This is an optimization exercise on Yosys and OpenROAD, whose aim is a short achievable clock period and few clock cycles per item, not a production implementation.
No functional check of the RTL was part of any run shown here.
No activity file was given, so power comes from the tool's default toggle rates.

===== config.mk =====
export PLATFORM = sky130hd
export DESIGN_NAME = meter_poll_retry_sequencer_unit
export DESIGN_NICKNAME = meter_poll_retry_sequencer_unit
export VERILOG_FILES = /design/flow/design.v
export SDC_FILE = /design/flow/constraint.sdc
export NUM_CORES = 4
export LEC_CHECK = 0
export CAP_MARGIN = 20
export CORE_MARGIN = 2
export CORE_UTILIZATION = 40
export SLEW_MARGIN = 20

===== constraint.sdc =====
create_clock -name core_clock -period 5.0 [get_ports {clk}]
set_input_delay 1.0000 -clock core_clock [delete_from_list [all_inputs] [get_ports {clk}]]
set_output_delay 1.0000 -clock core_clock [all_outputs]
set_load 0.01 [all_outputs]

===== design.v =====
`default_nettype none
package mprs_pkg;
  localparam int RX_DEPTH = 64;
  localparam int RX_AW    = $clog2(RX_DEPTH);
  localparam int RX_CW    = $clog2(RX_DEPTH + 1);
  localparam logic [15:0] POLL_RST  = 16'd1000;
  localparam logic [11:0] WAIT_RST  = 12'd100;
  localparam logic [3:0]  RETRY_RST = 4'd5;
  localparam logic CMD_TICK = 1'b0;
  localparam logic CMD_BYTE = 1'b1;
  localparam logic [1:0] REG_POLL  = 2'd0;
  localparam logic [1:0] REG_WAIT  = 2'd1;
  localparam logic [1:0] REG_RETRY = 2'd2;
  localparam logic [RX_AW-1:0] ADDR_VEXP = RX_AW'(7);
  localparam logic [RX_AW-1:0] ADDR_CEXP = RX_AW'(8);
  localparam logic [RX_AW-1:0] ADDR_PEXP = RX_AW'(9);
  localparam logic [3:0] Q_LAST     = 4'd15;
  localparam logic [3:0] Q_CURRENT  = 4'd3;
  localparam logic [3:0] Q_POWER    = 4'd6;
  localparam logic [3:0] Q_PF       = 4'd12;
  localparam logic signed [7:0] EXP_FIXED = -8'sd2;
  typedef enum logic [2:0] {
    ACT_REQ_SCALE  = 3'd0,
    ACT_REQ_VALUES = 3'd1,
    ACT_VALUE      = 3'd2,
    ACT_ERR_SCALE  = 3'd3,
    ACT_ERR_VALUES = 3'd4
  } act_t;
  typedef enum logic [1:0] {
    PH_IDLE   = 2'd0,
    PH_SCALE  = 2'd1,
    PH_VALUES = 2'd2
  } phase_t;
  typedef enum logic [3:0] {
    DP_NONE,
    DP_ACCEPT,
    DP_EXP0,
    DP_EXP1,
    DP_EXP2,
    DP_EXP3,
    DP_VLO,
    DP_VHI,
    DP_VCAP,
    DP_VEMIT
  } dp_op_t;
  typedef enum logic [3:0] {
    ST_IDLE,
    ST_EXP0,
    ST_EXP1,
    ST_EXP2,
    ST_EXP3,
    ST_VLO,
    ST_VHI,
    ST_VCAP,
    ST_VOUT
  } ctl_state_t;
  typedef struct packed {
    logic       command;
    logic [7:0] rx_byte;
  } in_item_t;
  typedef struct packed {
    logic [2:0]        action;
    logic [3:0]        quantity;
    logic [15:0]       raw_value;
    logic signed [7:0] decimal_exponent;
    logic              last;
  } out_item_t;
  typedef struct packed {
    logic [15:0] poll_period;
    logic [11:0] reply_wait;
    logic [3:0]  retry_limit;
  } cfg_t;
  typedef struct packed {
    logic out_free;
    logic go_exp;
    logic go_values;
    logic last_val;
  } dp_status_t;
endpackage
`default_nettype wire
`default_nettype none
import mprs_pkg::*;
module meter_poll_retry_sequencer_unit
(
  input  wire        clk,
  input  wire        rst_n,
  input  wire        in_valid,
  output logic       in_stall,
  input  mprs_pkg::in_item_t   in_data,
  output logic       out_valid,
  input  wire        out_stall,
  output mprs_pkg::out_item_t  out_data,
  input  wire        psel,
  input  wire        penable,
  input  wire        pwrite,
  input  wire [3:0]  paddr,
  input  wire [31:0] pwdata,
  output logic [31:0] prdata,
  output logic       pready
);
  localparam int CQ_DEPTH = 4;
  logic [15:0] poll_r;
  logic [11:0] wait_r;
  logic [3:0]  retry_r;
  logic        wr_en;
  assign pready = 1'b1;
  assign wr_en  = psel && penable && pwrite;
  always_ff @(posedge clk) begin
    if (!rst_n) begin
      poll_r  <= POLL_RST;
      wait_r  <= WAIT_RST;
      retry_r <= RETRY_RST;
    end else if (wr_en) begin
      case (paddr[3:2])
        REG_POLL:  poll_r  <= pwdata[15:0];
        REG_WAIT:  wait_r  <= pwdata[11:0];
        REG_RETRY: retry_r <= pwdata[3:0];
        default: begin
        end
      endcase
    end
  end
  always_comb begin
    case (paddr[3:2])
      REG_POLL:  prdata = {16'h0000, poll_r};
      REG_WAIT:  prdata = {20'h00000, wait_r};
      REG_RETRY: prdata = {28'h0000000, retry_r};
      default:   prdata = '0;
    endcase
  end
  logic [1:0]       phase_r;
  logic             waiting_r;
  logic [3:0]       attempts_r;
  logic [11:0]      timer_r;
  logic [15:0]      since_r;
  logic [RX_CW-1:0] bcnt_r;
  logic [7:0]       vexp_r, cexp_r, pexp_r;
  logic [7:0]          mem [RX_DEPTH];
  logic [RX_DEPTH-1:0] vld_r;
  logic        in_stall_r;
  logic        take, is_byte, tick, wr_ok;
  logic [15:0] since_inc;
  logic        busy, closed, good;
  logic        tk_poll, tk_resend, tk_count, tk_retry, tk_fail, go_exp, go_values;
  logic        res_any;
  logic [2:0]  res_act;
  function automatic logic [7:0] rd(input int a);
    rd = vld_r[a] ? mem[a] : 8'h00;
  endfunction
  assign take    = in_valid && !in_stall_r;
  assign is_byte = in_data.command == CMD_BYTE;
  assign tick    = take && !is_byte;
  assign wr_ok   = waiting_r && (phase_r != PH_IDLE) && (bcnt_r < RX_CW'(RX_DEPTH));
  assign since_inc = (since_r == 16'hFFFF) ? since_r : since_r + 16'd1;
  assign busy      = phase_r != PH_IDLE;
  assign closed    = busy && waiting_r && !(timer_r < wait_r);
  assign good      = closed && (bcnt_r != '0);
  assign tk_poll   = !busy && (since_inc >= poll_r);
  assign tk_resend = busy && !waiting_r;
  assign tk_count  = busy && waiting_r && (timer_r < wait_r);
  assign go_exp    = good && (phase_r == PH_SCALE);
  assign go_values = good && (phase_r == PH_VALUES);
  assign tk_retry  = closed && !good && (attempts_r < retry_r);
  assign tk_fail   = closed && !good && !(attempts_r < retry_r);
  assign res_any = tk_poll || tk_resend || tk_retry || go_exp || tk_fail;
  always_comb begin
    if (tk_poll) begin
      res_act = ACT_REQ_SCALE;
    end else if (tk_resend || tk_retry) begin
      res_act = (phase_r == PH_SCALE) ? ACT_REQ_SCALE : ACT_REQ_VALUES;
    end else if (go_exp) begin
      res_act = ACT_REQ_VALUES;
    end else begin
      res_act = (phase_r == PH_SCALE) ? ACT_ERR_SCALE : ACT_ERR_VALUES;
    end
  end
  logic [1:0]       phase_nxt;
  logic             waiting_nxt;
  logic [3:0]       attempts_nxt;
  logic [11:0]      timer_nxt;
  logic [15:0]      since_nxt;
  logic [RX_CW-1:0] bcnt_nxt;
  always_comb begin
    phase_nxt    = phase_r;
    waiting_nxt  = waiting_r;
    attempts_nxt = attempts_r;
    timer_nxt    = timer_r;
    since_nxt    = since_r;
    bcnt_nxt     = bcnt_r;
    if (take && is_byte) begin
      if (wr_ok) begin
        bcnt_nxt = bcnt_r + RX_CW'(1);
      end
    end else if (tick) begin
      since_nxt = since_inc;
      if (tk_poll) begin
        phase_nxt    = PH_SCALE;
        attempts_nxt = '0;
        bcnt_nxt     = '0;
        waiting_nxt  = 1'b1;
        timer_nxt    = '0;
      end else if (tk_resend || tk_retry) begin
        if (tk_retry) begin
          attempts_nxt = attempts_r + 4'd1;
        end
        waiting_nxt = 1'b1;
        timer_nxt   = '0;
      end else if (tk_count) begin
        timer_nxt = timer_r + 12'd1;
      end else if (go_exp) begin
        phase_nxt    = PH_VALUES;
        attempts_nxt = '0;
        bcnt_nxt     = '0;
        waiting_nxt  = 1'b1;
        timer_nxt    = '0;
      end else if (go_values) begin
        since_nxt   = '0;
        phase_nxt   = PH_IDLE;
        waiting_nxt = 1'b0;
      end else if (tk_fail) begin
        phase_nxt   = PH_IDLE;
        waiting_nxt = 1'b0;
      end
    end
  end
  always_ff @(posedge clk) begin
    if (!rst_n) begin
      phase_r    <= PH_IDLE;
      waiting_r  <= 1'b0;
      attempts_r <= '0;
      timer_r    <= '0;
      since_r    <= '0;
      bcnt_r     <= '0;
      vexp_r     <= '0;
      cexp_r     <= '0;
      pexp_r     <= '0;
    end else begin
      phase_r    <= phase_nxt;
      waiting_r  <= waiting_nxt;
      attempts_r <= attempts_nxt;
      timer_r    <= timer_nxt;
      since_r    <= since_nxt;
      bcnt_r     <= bcnt_nxt;
      if (tick && go_exp) begin
        vexp_r <= rd(ADDR_VEXP);
        cexp_r <= rd(ADDR_CEXP);
        pexp_r <= rd(ADDR_PEXP);
      end
    end
  end
  always_ff @(posedge clk) begin
    if (take && is_byte && wr_ok) begin
      mem[bcnt_r[RX_AW-1:0]] <= in_data.rx_byte;
    end
  end
  always_ff @(posedge clk) begin
    if (!rst_n) begin
      vld_r <= '0;
    end else if (take && is_byte && wr_ok) begin
      vld_r[bcnt_r[RX_AW-1:0]] <= 1'b1;
    end
  end
  logic [15:0] vq_r [16];
  logic [15:0] vq_ld [16];
  logic [7:0]  ve_r, ce_r, pe_r;
  logic [4:0]  vcnt_r, vcnt_nxt;
  logic [3:0]  vk_r;
  logic        v_avail, v_pop;
  always_comb begin
    for (int k = 0; k < 16; k++) begin
      if (k < 12) begin
        vq_ld[k] = {rd(7 + 2 * k), rd(6 + 2 * k)};
      end else if (k == 15) begin
        vq_ld[k] = {rd(34), rd(33)};
      end else begin
        vq_ld[k] = {8'h00, rd(18 + k)};
      end
    end
  end
  assign v_avail = vcnt_r != '0;
  always_ff @(posedge clk) begin
    if (!v_avail) begin
      for (int k = 0; k < 16; k++) vq_r[k] <= vq_ld[k];
      ve_r <= vexp_r;
      ce_r <= cexp_r;
      pe_r <= pexp_r;
    end else if (v_pop) begin
      for (int k = 0; k < 15; k++) vq_r[k] <= vq_r[k + 1];
    end
  end
  always_comb begin
    vcnt_nxt = vcnt_r;
    if (tick && go_values) begin
      vcnt_nxt = 5'd16;
    end else if (v_pop) begin
      vcnt_nxt = vcnt_r - 5'd1;
    end
  end
  always_ff @(posedge clk) begin
    if (!rst_n) begin
      vcnt_r <= '0;
      vk_r   <= '0;
    end else begin
      vcnt_r <= vcnt_nxt;
      if (!v_avail) begin
        vk_r <= '0;
      end else if (v_pop) begin
        vk_r <= vk_r + 4'd1;
      end
    end
  end
  logic [2:0] cq_r [CQ_DEPTH];
  logic [2:0] cq_cnt_r, cq_cnt_nxt;
  logic       c_avail, c_pop, c_push, bypass;
  assign c_avail = cq_cnt_r != '0;
  always_ff @(posedge clk) begin
    for (int i = 0; i < CQ_DEPTH; i++) begin
      if (c_push && (3'(i) == cq_cnt_r - 3'(c_pop))) begin
        cq_r[i] <= res_act;
      end else if (c_pop && i < CQ_DEPTH - 1) begin
        cq_r[i] <= cq_r[i + 1];
      end
    end
  end
  always_comb begin
    cq_cnt_nxt = cq_cnt_r + 3'(c_push) - 3'(c_pop);
  end
  always_ff @(posedge clk) begin
    if (!rst_n) begin
      cq_cnt_r <= '0;
    end else begin
      cq_cnt_r <= cq_cnt_nxt;
    end
  end
  logic       out_valid_r, out_free;
  mprs_pkg::out_item_t out_data_r, val_item, ctl_item;
  logic [7:0] val_exp;
  assign out_free = !out_valid_r || !out_stall;
  assign v_pop    = out_free && v_avail;
  assign c_pop    = out_free && !v_avail && c_avail;
  assign bypass   = out_free && !v_avail && !c_avail;
  assign c_push   = tick && res_any && !bypass;
  always_comb begin
    if (vk_r < Q_CURRENT) begin
      val_exp = ve_r;
    end else if (vk_r < Q_POWER) begin
      val_exp = ce_r;
    end else if (vk_r < Q_PF) begin
      val_exp = pe_r;
    end else begin
      val_exp = EXP_FIXED;
    end
    val_item                  = '0;
    val_item.action           = ACT_VALUE;
    val_item.quantity         = vk_r;
    val_item.raw_value        = vq_r[0];
    val_item.decimal_exponent = val_exp;
    val_item.last             = vk_r == Q_LAST;
    ctl_item        = '0;
    ctl_item.action = c_avail ? cq_r[0] : res_act;
    ctl_item.last   = 1'b1;
  end
  always_ff @(posedge clk) begin
    if (!rst_n) begin
      out_valid_r <= 1'b0;
    end else if (out_free) begin
      out_valid_r <= v_avail || c_avail || (tick && res_any);
    end
  end
  always_ff @(posedge clk) begin
    if (out_free) begin
      out_data_r <= v_avail ? val_item : ctl_item;
    end
  end
  assign out_valid = out_valid_r;
  assign out_data  = out_data_r;
  always_ff @(posedge clk) begin
    if (!rst_n) begin
      in_stall_r <= 1'b0;
    end else begin
      in_stall_r <= (cq_cnt_nxt == 3'(CQ_DEPTH)) ||
                    ((phase_nxt == PH_VALUES) && ((vcnt_nxt != '0) || (cq_cnt_nxt != '0)));
    end
  end
  assign in_stall = in_stall_r;
endmodule
`default_nettype wire

===== run.sh =====
#!/bin/bash
# synth_recipe.tcl (not shown) runs the flow's synth.tcl, then flattens the netlist and writes it again
# the make line also repeats each setting of config.mk as NAME=value (left out here)
make -C /OpenROAD-flow-scripts/flow DESIGN_CONFIG=/design/flow/config.mk WORK_HOME=/design/flow/orfs CLKGATE_MAP_FILE= SYNTH_SCRIPT=/design/flow/synth_recipe.tcl finish

==> summary.txt, run 1 <==
Core ar. 69800 sq um; input/output buffers 83; critical path arrival 5.28 ns; total clock sinks 697; Buf/Inv on CP 3; Yosys cell types 73; Clock Tree Buf Depth 3; Initial Util 40.3%; routed len/inst 17.0 microns; hold_ws 0.418 ns; root buffer cell clkbuf_16; fraction of registers with async set/reset 0%; n_diodes 0; Crit-path slowest cell fa_1; CP Capture Type register; largest area contributor in the netlist edfxtp_1; Critical Path Most Common Cell ha_1; Hold Crit Class reg2reg; fin crit period 4.78 ns; Slew Limit Fails 0; status timing/DRC/antenna clean; Rows 97; # fillers 6248; Total GRT Usage 16.4%; Required @ worst endpoint 5.49 ns; cell with the most instances after synthesis nand2_1; static leakage 12.4 nW; clk slew on worst S/H paths 0.06 ns; Slew @ Worst Pin 0.988 ns; Worst-Skew Late Latency 0.62 ns; Yosys reg bits 697; Reg2Reg Setup Slack 0.22 ns; CTS H-tree depth 3; Cell Area, Synth 28100 sq um; Nets 2621; DRT iter0 DRCs 1306; Fmax achieved 0.209 GHz; initial antenna violation count 0; Setup crit start kind register; Max VDD drop 0.629 mV; first-pass GRT wire length 96.1 mm; area added between synthesis and finish 15.2%; CTS tree yes; IO Count 119; critical path's largest stage delay 0.53 ns; Vias/cell 5.16; post-detail-place hpwl 36.7 mm; final hold violation count 0; CP delay by family, top simple AND/OR/NAND/NOR gates; Die Height 269 microns; dominant synthesized flop cell edfxtp_1; Overflow after GRT 0; worst hold path endpoint ve_r[5]$_DFFE_PP_; worst-case reg-to-reg path depth 23; Post-CTS Hold Buffers 0; Worst slew margin 34.2%; clock skew 0.0249 ns; pre-CTS setup slack 0.0438 ns; clock buffer count from CTS 75; Post-DRT Antenna Nets 0; largest net degree at the start of global routing 155; period utilization 95.7%; worst-path fanout max 6; Routed WL 59.8 mm; Total Neg Setup Slack 0 ns; sequential fraction of the synthesis area 68.6%; WHS Path Cells 0; synthesized netlist cell count 2458; hold_sp vexp_r[5]$_SDFFE_PN0P_; GP Congestion 0.843; list of most frequent post-synthesis cells nand2_1 (613), edfxtp_1 (532), nand3_1 (267); critical setup path kind reg2reg; die width 269 microns; Mapped Avg Cell Area 11.4 sq um; setup ws final 0.217 ns; Syn. warnings 4; Die ar. 72400 sq um; worst-path cell chain and4_4 -> and4_4 -> and2_4 -> nand4_1 -> xnor2_1 -> ha_1 -> nand2b_4 -> a21o_1 -> a31oi_1 -> o211ai_1 -> buf_4 -> a32o_2 -> o21ai_2 -> or2_4 -> ha_1 -> inv_1 -> ha_1 -> inv_1 -> fa_1 -> nand2b_1 -> a221o_1 -> and3b_1 -> o32ai_1; largest cells by area after synthesis edfxtp_1 (57%), dfxtp_1 (12%), nand2_1 (8.2%); Synth top area share 56.8%; Crit Reg-Reg Startpoint since_r[3]$_SDFFE_PN0P_; Remaining DRCs 0; max cap viols 0; layout cells sized above 1 8.25%; setup violators final 0; Vias 18200; EDFF count, synth 532; Reg-to-Reg End in_stall_r$_SDFF_PN0_; DR pass1 iterations 6; Power Density 529 nW/um^2; vias in the first global route 17900
[report_power, final]
group          leakage, nW  switching [W]  total (W)  internal (W)
clock                 1.16        0.00226    0.00533       0.00307
combinational         4.40        0.00255    0.00347      0.000922
sequential            6.79       0.000392    0.00834       0.00794
total                 12.4        0.00520     0.0171        0.0119
[through the flow]
stage / power (W) / utilization [%] / cell area (sq um) / instances
global route: 0.0181 / 46.4 / 32400 / 3521
CTS: 0.0173 / 46.3 / 32300 / 3515
floorplan: 0.0108 / - / 28200 / 2473
global placement: 0.0119 / 42.9 / 29900 / 3381
detailed placement: 0.0120 / 42.9 / 29900 / 3381
finish: 0.0171 / 46.4 / 32400 / 3521
[per-layer routing]
layer / wire [microns] / global-route usage (%)
met5: 0 / 0
met4: 1730 / 6.01
met2: 27600 / 26.3
met3: 2860 / 2.48
met1: 27600 / 22.6
[cells in the final DEF (no fill, tap or decap), drive strengths merged, types with 17 or more instances in the layout]
master | netlist | layout
nand3 | 267 | 267
nor3 | 31 | 31
ha | 44 | 44
conb | 2 | 17
and2 | 46 | 46
mux2i | 29 | 29
clkinv | 1 | 23
buf | 28 | 50
dfxtp | 165 | 165
a21oi | 126 | 126
nand2 | 613 | 613
edfxtp | 532 | 532
o21ai | 33 | 33
inv | 56 | 62
clkbuf | 130 | 101
clkdlybuf4s50 | 0 | 82
nor2 | 142 | 142
[flip-flops by register name, indices dropped and copies added (netlist names), 12 cells and up]
register    flops
vq_r          256
mem           232
out_data_r     32
vld_r          29
poll_r         16
since_r        16
cq_r           12
timer_r        12
wait_r         12
[cells by family after synthesis]
family,after synthesis,synth area share [%]
other cells,2,0.0267
buf+inv,215,3.19
xor+xnor,23,0.716
fa+ha+maj,45,2.03
flops,697,68.6
mux,41,1.51
compound gates,252,5.51
simple gates,1183,18.5
[repair_timing]
item                                    in CTS  in global routing
endpoints found under the setup margin       1                  2
setup buffers                                0                  5
cloned                                       0                  0
resized for setup                            0                 25
pin swaps                                    1                 15
[cell type report]
class,count,area [sq um],share of cell area [%]
timing repair buffer,132,1230,3.81
clock buffer,101,2050,6.34
inverter,57,223,0.687
sequential,697,19300,59.5
tap,940,1180,3.63
multi-input combinational,1561,8100,25.0
clock inverter,33,320,0.989
[worst max path at each step]
stage,from,depth (start not counted),to,slack (ns)
5_1_grt,since_r[3]$_SDFFE_PN0P_,23,in_stall_r$_SDFF_PN0_,-0.02
6_report,since_r[3]$_SDFFE_PN0P_,23,in_stall_r$_SDFF_PN0_,0.22
3_5_place_dp,since_r[6]$_SDFFE_PN0P_,22,in_stall_r$_SDFF_PN0_,0.04
2_1_floorplan,out_stall,4,vq_r[0][0]$_DFFE_PP_,0.25
4_1_cts,since_r[6]$_SDFFE_PN0P_,21,in_stall_r$_SDFF_PN0_,0.00008
3_3_place_gp,since_r[6]$_SDFFE_PN0P_,22,in_stall_r$_SDFF_PN0_,0.13
==> run 2, diff against run 1 <==
--- a/config.mk
+++ b/config.mk
@@ -5,7 +5,9 @@
 export SDC_FILE = /design/flow/constraint.sdc
 export NUM_CORES = 4
 export LEC_CHECK = 0
+export ABC_CLOCK_PERIOD_IN_PS = 2500
 export CAP_MARGIN = 20
 export CORE_MARGIN = 2
 export CORE_UTILIZATION = 40
+export SETUP_SLACK_MARGIN = 2.5
 export SLEW_MARGIN = 20
==> run 2 against run 1 <==
  * Core utilization grew 3.4 points
  * Critical endpoint unchanged
  * Largest cell class unchanged
  * Flip-flop and latch count stayed put
  * Register-to-register slack better by 0.11 ns
  * Still clean
  * Setup slack improved by 0.11 ns
  * First-iteration DRC count increased by 15%
  * Critical path depth unchanged
==> summary.txt, run 2 <==
status timing/DRC/antenna clean (unchanged); vias in the first global route 18200 (was 17900); critical path arrival 5.16 ns (was 5.28 ns); area added between synthesis and finish 23.7% (was 15.2%); Remaining DRCs 0 (unchanged); Mapped Avg Cell Area 11.4 sq um (unchanged); Rows 97 (unchanged); Routed WL 66.4 mm (was 59.8 mm); clock buffer count from CTS 75 (unchanged); first-pass GRT wire length 101 mm (was 96.1 mm); total clock sinks 697 (unchanged); IO Count 119 (unchanged); Clock Tree Buf Depth 3 (unchanged); layout cells sized above 1 18.6% (was 8.25%); post-detail-place hpwl 36.6 mm (was 36.7 mm); Vias/cell 5.20 (was 5.16); period utilization 93.4% (was 95.7%); CTS tree yes (unchanged); Worst slew margin 33.3% (was 34.2%); Total GRT Usage 17.5% (was 16.4%); max cap viols 0 (unchanged); setup violators final 0 (unchanged); DRT iter0 DRCs 1501 (was 1306); list of most frequent post-synthesis cells nand2_1 (613), edfxtp_1 (532), nand3_1 (267) (unchanged); Max VDD drop 0.784 mV (was 0.629 mV); setup ws final 0.328 ns (was 0.217 ns); Required @ worst endpoint 5.49 ns (about the same); Fmax achieved 0.214 GHz (was 0.209 GHz); pre-CTS setup slack 0.124 ns (was 0.0438 ns); Cell Area, Synth 28100 sq um (unchanged); CTS H-tree depth 3 (unchanged); hold_ws 0.447 ns (was 0.418 ns); critical path's largest stage delay 0.49 ns (was 0.53 ns); Core ar. 69800 sq um (unchanged); Die Height 269 microns (unchanged); commonest non-fill, non-tap cell in the layout nand2_1 (unchanged); # fillers 5941 (was 6248); Syn. warnings 4 (unchanged); Nets 2701 (was 2621); Hold Crit Class reg2reg (unchanged); input/output buffers 83 (unchanged); Die ar. 72400 sq um (unchanged); root buffer cell clkbuf_16 (unchanged); routed len/inst 18.4 microns (was 17.0 microns); unrepaired setup endpoints after global routing true; Critical Path Most Common Cell ha_4 (was ha_1); CP Capture Type register (unchanged); Initial Util 40.3% (unchanged); worst-path fanout max 5 (was 6); Yosys reg bits 697 (unchanged); Final Util 49.8% (was 46.4%); Setup crit start kind register (unchanged); most frequent cells in the layout nand2_1 (583), edfxtp_1 (532), nand3_1 (262), dfxtp_1 (141), nor2_1 (113) (was nand2_1 (612), edfxtp_1 (532), nand3_1 (267), dfxtp_1 (159), nor2_1 (140)); EDFF count, synth 532 (unchanged); sequential fraction of the synthesis area 68.6% (unchanged); die width 269 microns (unchanged); Crit-path slowest cell fa_1 (unchanged); critical setup path kind reg2reg (unchanged); Slew Limit Fails 0 (unchanged); fraction of registers with async set/reset 0% (unchanged); clock skew 0.0271 ns (was 0.0249 ns); fin crit period 4.67 ns (was 4.78 ns); clk slew on worst S/H paths 0.06 ns (about the same); Worst-Skew Late Latency 0.62 ns (about the same); number of flip-flops in the largest register 256 (unchanged); Slew @ Worst Pin 0.992 ns (was 0.988 ns); Yosys cell types 73 (unchanged); Synth top area share 56.8% (unchanged); Vias 18800 (was 18200); synthesized netlist cell count 2458 (unchanged); largest net degree at the start of global routing 126 (was 155); static leakage 13.3 nW (was 12.4 nW); initial antenna violation count 1 (was 0); final hold violation count 0 (unchanged); cell with the most instances after synthesis nand2_1 (unchanged); Total Neg Setup Slack 0 ns (unchanged); Post-DRT Antenna Nets 0 (unchanged); DR pass1 iterations 5 (was 6); dominant synthesized flop cell edfxtp_1 (unchanged); worst-path cell chain and4_4 -> and4_4 -> and2_4 -> nand4_1 -> buf_4 -> mux2_4 -> ha_4 -> a21o_1 -> a31oi_1 -> o211ai_1 -> buf_4 -> a32o_2 -> o21ai_2 -> or2_4 -> ha_4 -> inv_2 -> ha_4 -> inv_2 -> fa_1 -> nand2b_1 -> a221o_1 -> and3b_1 -> o32ai_1 (was and4_4 -> and4_4 -> and2_4 -> nand4_1 -> xnor2_1 -> ha_1 -> nand2b_4 -> a21o_1 -> a31oi_1 -> o211ai_1 -> buf_4 -> a32o_2 -> o21ai_2 -> or2_4 -> ha_1 -> inv_1 -> ha_1 -> inv_1 -> fa_1 -> nand2b_1 -> a221o_1 -> and3b_1 -> o32ai_1); largest area contributor in the netlist edfxtp_1 (unchanged); most flop-heavy register vq_r (unchanged); GP Congestion 0.820 (was 0.843); Power Density 516 nW/um^2 (was 529 nW/um^2); largest cells by area after synthesis edfxtp_1 (57%), dfxtp_1 (12%), nand2_1 (8.2%) (unchanged); Overflow after GRT 0 (unchanged)
## run 2: cell counts after synthesis
Identical to the previous run, type by type.
## run 2: worst paths after layout
check	start	cells past startpoint	slack (ns)	to
min	cexp_r[3]$_SDFFE_PN0P_	0	0.45	ce_r[3]$_DFFE_PP_
min reg2reg	cexp_r[3]$_SDFFE_PN0P_	0	0.45	ce_r[3]$_DFFE_PP_
max	since_r[4]$_SDFFE_PN0P_	23	0.33	in_stall_r$_SDFF_PN0_
max reg2reg	since_r[4]$_SDFFE_PN0P_	23	0.33	in_stall_r$_SDFF_PN0_
## run 2: cell families (layout without fill, tap and decap cells)
kind of cell	Yosys count	in the layout	synth area share (%)
muxes	41	41	1.51
adders and majority gates	45	45	2.03
and+or+nand+nor	1183	1186	18.5
other	2	18	0.0267
AOI/OAI and AO/OA	252	253	5.51
buffers and inverters	215	404	3.19
xor gates and xnor gates	23	23	0.716
DFF	697	697	68.6
## run 2: final cells by class
class	count	area [sq um]	share of cell area, %
diodes	1	2.50	0.00719
clock buffers	107	2170	6.24
clock inverters	32	367	1.05
inverters	57	265	0.763
multi-input cells	1565	9280	26.7
flip-flops and latches	697	19300	55.6
well taps	940	1180	3.38
repair buffers	208	2190	6.30
## run 2: through the flow
step                total power (W)  std cells  instance area (sq um)
floorplan                    0.0109       2473                  28800
global placement             0.0119       3366                  30300
detailed placement           0.0120       3366                  30300
CTS                          0.0179       3562                  33700
global route                 0.0189       3607                  34800
finish                       0.0179       3607                  34800
## run 2: power by group
group / internal [W] / switching [W]
Clock: 0.00331 / 0.00229
Combinational: 0.00113 / 0.00286
Sequential: 0.00793 / 0.000403
## run 2: worst max-delay path, delay by kind of cell, from the launching register on
kind,cells,cell delay (ns)
DFF,1,0.35
buffers and inverters,4,0.44
and+or+nand+nor,7,1.25
AOI/OAI and AO/OA,7,1.17
adders and majority gates,4,1.01
muxes,1,0.31
## run 2: metal layers
metal,part of all wire (%),GRT usage (%),up-vias,wire length [microns]
met4,2.5,5.37,0,1640
met1,45,23.9,9184,30000
met2,47,29.0,518,31400
met3,5.0,2.69,111,3300
met5,0,0,-,0
li1,-,-,8955,-
## run 2: what timing repair did
action	in CTS	in global routing
cloned	7	6
pin swaps	28	73
endpoints found under the setup margin	693	425
hold buffers	0	0
gates resized for setup	201	183
setup buffers	50	38
==> run 3, diff against run 2 <==
--- a/design.v
+++ b/design.v
@@ -102,6 +102,8 @@
   logic [15:0] poll_r;
   logic [11:0] wait_r;
   logic [3:0]  retry_r;
+  logic [15:0] pollm1_r;     
+  logic        poll0_r;      
   logic        wr_en;
   assign pready = 1'b1;
   assign wr_en  = psel && penable && pwrite;
@@ -110,9 +112,15 @@
       poll_r  <= POLL_RST;
       wait_r  <= WAIT_RST;
       retry_r <= RETRY_RST;
+      pollm1_r <= POLL_RST - 16'd1;
+      poll0_r  <= 1'b0;
     end else if (wr_en) begin
       case (paddr[3:2])
-        REG_POLL:  poll_r  <= pwdata[15:0];
+        REG_POLL: begin
+          poll_r   <= pwdata[15:0];
+          pollm1_r <= pwdata[15:0] - 16'd1;
+          poll0_r  <= pwdata[15:0] == 16'd0;
+        end
         REG_WAIT:  wait_r  <= pwdata[11:0];
         REG_RETRY: retry_r <= pwdata[3:0];
         default: begin
@@ -155,7 +163,7 @@
   assign busy      = phase_r != PH_IDLE;
   assign closed    = busy && waiting_r && !(timer_r < wait_r);
   assign good      = closed && (bcnt_r != '0);
-  assign tk_poll   = !busy && (since_inc >= poll_r);
+  assign tk_poll   = !busy && (poll0_r || (since_r >= pollm1_r));
   assign tk_resend = busy && !waiting_r;
   assign tk_count  = busy && waiting_r && (timer_r < wait_r);
   assign go_exp    = good && (phase_r == PH_SCALE);
@@ -374,12 +382,15 @@
   end
   assign out_valid = out_valid_r;
   assign out_data  = out_data_r;
+  logic phase_values_nxt;
+  assign phase_values_nxt = (phase_r == PH_VALUES) ? !(tick && (go_values || tk_fail))
+                                                   : (tick && go_exp);
   always_ff @(posedge clk) begin
     if (!rst_n) begin
       in_stall_r <= 1'b0;
     end else begin
-      in_stall_r <= (cq_cnt_nxt == 3'(CQ_DEPTH)) ||
-                    ((phase_nxt == PH_VALUES) && ((vcnt_nxt != '0) || (cq_cnt_nxt != '0)));
+      in_stall_r <= (cq_cnt_r == 3'(CQ_DEPTH)) || ((cq_cnt_r == 3'(CQ_DEPTH - 1)) && c_push) ||
+                    (phase_values_nxt && (v_avail || c_avail || c_push));
     end
   end
   assign in_stall = in_stall_r;
==> run 3 against run 2 <==
  * Still clean on timing, DRC and antenna
  * Power down 1.2%
  * Die area is 2.1% higher
  * Sequential share of layout area up 1.4 points
  * Non-clock buffer count shrank 37
  * Setup slack gained 1.5 ns
  * Global-route usage is essentially flat
  * Routed wire length shrank 1.0%
  * Critical path type unchanged
  * Largest power group unchanged
  * Highest routed layer unchanged
==> summary.txt, run 3 <==
critical setup path kind reg2reg (unchanged); clock buffer count from CTS 76 (was 75); EDFF count, synth 532 (unchanged); Fmax achieved 0.312 GHz (was 0.214 GHz); first-pass GRT wire length 102 mm (was 101 mm); Vias/cell 5.15 (was 5.20); DRT iter0 DRCs 1665 (was 1501); worst-case reg-to-reg path depth 16 (was 23); largest area contributor in the netlist edfxtp_1 (unchanged); Die Height 272 microns (was 269 microns); fraction of registers with async set/reset 0% (unchanged); Rows 98 (was 97); Die ar. 73900 sq um (was 72400 sq um); CTS tree yes (unchanged); sequential fraction of the synthesis area 68.3% (was 68.6%); Max VDD drop 0.525 mV (was 0.784 mV); Power Density 514 nW/um^2 (was 516 nW/um^2); max cap viols 0 (unchanged); commonest non-fill, non-tap cell in the layout nand2_1 (unchanged); IO Count 119 (unchanged); Synth top area share 55.6% (was 56.8%); Overflow after GRT 0 (unchanged); Slew Limit Fails 0 (unchanged); Core ar. 71200 sq um (was 69800 sq um); post-detail-place hpwl 37.4 mm (was 36.6 mm); CTS H-tree depth 3 (unchanged); vias in the first global route 18500 (was 18200); static leakage 13.4 nW (was 13.3 nW); hold_ws 0.426 ns (was 0.447 ns); CP Capture Type register (unchanged); Worst-Skew Late Latency 0.63 ns (was 0.62 ns); Clock Tree Buf Depth 3 (unchanged); list of most frequent post-synthesis cells nand2_1 (624), edfxtp_1 (532), nand3_1 (276) (was nand2_1 (613), edfxtp_1 (532), nand3_1 (267)); cell with the most instances after synthesis nand2_1 (unchanged); Hold Crit Class reg2reg (unchanged); routed len/inst 18.1 microns (was 18.4 microns); Reg-to-Reg End cq_cnt_r[2]$_SDFF_PN0_ (was in_stall_r$_SDFF_PN0_); layout cells sized above 1 15.5% (was 18.6%); critical path arrival 3.71 ns (was 5.16 ns); Yosys cell types 69 (was 73); Crit Reg-Reg Startpoint pollm1_r[12]$_SDFFE_PN0P_ (was since_r[4]$_SDFFE_PN0P_); WHS Path Cells 0 (unchanged); worst hold path endpoint ve_r[7]$_DFFE_PP_ (was ce_r[3]$_DFFE_PP_); placed cell count 3423 (was 3366); largest net degree at the start of global routing 119 (was 126); fin crit period 3.21 ns (was 4.67 ns); setup violators final 0 (unchanged); Total GRT Usage 17.6% (was 17.5%); Nets 2716 (was 2701); Routed WL 65.7 mm (was 66.4 mm); Total Neg Setup Slack 0 ns (unchanged); period utilization 64.2% (was 93.4%); status timing/DRC/antenna clean (unchanged); root buffer cell clkbuf_16 (unchanged); GP Congestion 0.812 (was 0.820); die width 272 microns (was 269 microns); largest cells by area after synthesis edfxtp_1 (56%), dfxtp_1 (13%), nand2_1 (8.2%) (was edfxtp_1 (57%), dfxtp_1 (12%), nand2_1 (8.2%)); Syn. warnings 4 (unchanged); unrepaired setup endpoints after global routing true (unchanged); hold_sp vexp_r[7]$_SDFFE_PN0P_ (was cexp_r[3]$_SDFFE_PN0P_); Worst slew margin 34.3% (was 33.3%); DR pass1 iterations 6 (was 5); Slew @ Worst Pin 0.983 ns (was 0.992 ns); clock skew 0.0212 ns (was 0.0271 ns); Post-DRT Antenna Nets 0 (unchanged); Cell Area, Synth 28700 sq um (was 28100 sq um); Non-Filler Instances 3634 (was 3607); most frequent cells in the layout nand2_1 (614), edfxtp_1 (532), nand3_1 (276), dfxtp_1 (153), nor2_1 (111) (was nand2_1 (583), edfxtp_1 (532), nand3_1 (262), dfxtp_1 (141), nor2_1 (113)); Required @ worst endpoint 5.50 ns (was 5.49 ns); Yosys reg bits 714 (was 697); Remaining DRCs 0 (unchanged); Initial Util 40.3% (about the same); Setup crit start kind register (unchanged); initial antenna violation count 2 (was 1); synthesized netlist cell count 2511 (was 2458); Vias 18700 (was 18800); Post-CTS Hold Buffers 0 (unchanged); Reg2Reg Setup Slack 1.79 ns (was 0.33 ns); Mapped Avg Cell Area 11.4 sq um (about the same); clk slew on worst S/H paths 0.06 ns (about the same); dominant synthesized flop cell edfxtp_1 (unchanged); number of flip-flops in the largest register 256 (unchanged); worst-path fanout max 2 (was 5); final hold violation count 0 (unchanged); most flop-heavy register vq_r (unchanged); total clock sinks 714 (was 697); input/output buffers 83 (unchanged); area added between synthesis and finish 20.1% (was 23.7%)
==> run 3: cell count changes in the layout (fill, tap and decap cells not counted), moves of 14 or more <==
cell / before / now
a21oi_2: 23 / 0
nand2_4: 18 / 4
nand3_1: 262 / 276
dlygate4sd2_1: 30 / 16
nor2_2: 0 / 14
o21a_1: 3 / 21
nand2_1: 583 / 614
dlymetal6s2s_1: 3 / 25
==> run 3: report_power, final <==
| group | switching, W | total (W) | internal [W] |
|---|---|---|---|
| registers | 0.000394 | 0.00844 | 0.00805 |
| logic | 0.00264 | 0.00365 | 0.00101 |
| clock network | 0.00232 | 0.00563 | 0.00331 |
| total | 0.00536 | 0.0177 | 0.0124 |
==> run 3: stage by stage <==
stage	power (W)	util, %	area (sq um)	worst slack [ns]
after floorplan	0.0107	-	29200	1.73
after global routing	0.0186	48.4	34500	1.65
final	0.0177	48.4	34500	1.79
after detailed placement	0.0119	43.1	30700	0.924
after CTS	0.0178	47.5	33800	1.75
after global placement	0.0118	43.1	30700	0.978
==> run 3: routing by layer <==
metal / GRT usage (%) / vias to the layer above / part of all wire, %
li1: - / 8995 / -
met1: 24.1 / 9135 / 45
met2: 28.9 / 498 / 48
met3: 3.02 / 101 / 5.5
met4: 4.81 / 0 / 2.0
met5: 0 / - / 0
==> run 3: worst max path at each step <==
stage	from	endpoint	slack (ns)	depth (start not counted)
floorplan	in_data[8]	cq_cnt_r[2]$_SDFF_PN0_	1.73	14
global placement	paddr[2]	prdata[8]	0.98	5
detailed placement	paddr[2]	prdata[7]	0.92	5
CTS	pollm1_r[10]$_SDFFE_PN0P_	cq_cnt_r[2]$_SDFF_PN0_	1.75	16
global route	pollm1_r[12]$_SDFFE_PN0P_	cq_cnt_r[2]$_SDFF_PN0_	1.65	16
finish	pollm1_r[12]$_SDFFE_PN0P_	cq_cnt_r[2]$_SDFF_PN0_	1.79	16
==> run 3: cells by family after synthesis <==
logic type	after synthesis	synth area share [%]
simple gates	1216	18.7
xor+xnor	40	1.22
mux	37	1.33
other cells	2	0.0262
buf+inv	218	3.12
fa+ha+maj	46	2.03
compound gates	238	5.28
flops	714	68.3
==> run 3: timing repair <==
action / in CTS / in global routing
resized for setup: 181 / 104
setup endpoints to repair: 707 / 396
pin swaps: 24 / 22
cloned: 7 / 1
buffers inserted: 29 / 30
==> run 3: cell type report <==
class | count | area (sq um)
Sequential cell | 714 | 19700
Timing Repair Buffer | 171 | 1740
Multi-Input combinational cell | 1599 | 9130
Fill cell | 6256 | 36800
Tap cell | 950 | 1190
Inverter | 56 | 223
Clock buffer | 107 | 2120
Antenna cell | 2 | 5.00
Clock inverter | 35 | 408
==> run 3: worst max-delay path: stages, from the launching register on <==
cell and delay [ns]:
dfxtp_2 0.33, inv_1 0.05, ha_1 0.28, nand4_1 0.13, or3_1 0.39, o41a_1 0.39, a31oi_4 0.21, a21o_4 0.13
nand2_4 0.05, ha_4 0.22, inv_2 0.06, ha_4 0.12, inv_2 0.03, fa_2 0.34, xnor2_2 0.14, xnor2_1 0.16
nor2_1 0.05

## separate check: timing with driven ports
Ports are ideal in the flow. The routed layouts listed here were re-timed in OpenROAD. Step 1 (the two cells are an assumption about what drives the block):
set clk [get_ports {clk}]
set_driving_cell -lib_cell sky130_fd_sc_hd__clkbuf_16 $clk
set_driving_cell -lib_cell sky130_fd_sc_hd__buf_2 [delete_from_list [all_inputs] $clk]
Step 2 times the ports against the registers' clock, not the clock port: input delays grow and output delays shrink by t, the midpoint of the rising clock arrivals with the driver on. Slacks: ideal / step 1 / step 2; pairs: ideal / step 1.
run | t (ns) | setup slack, ns | worst setup path at the end | pins driven straight from the clock port
run 1 | 0.674 | 0.217 / 0.217 / 0.217 | register to register | 1
run 2 | 0.675 | 0.328 / 0.328 / 0.328 | register to register | 1
run 3 | 0.684 | 1.790 / 1.790 / 1.247 | input to register | 1
After both steps setup and hold are still met in every run listed. The setup slack of run 3, which loses most, moves by 0.000 ns with the drivers and by -0.543 ns with both steps.
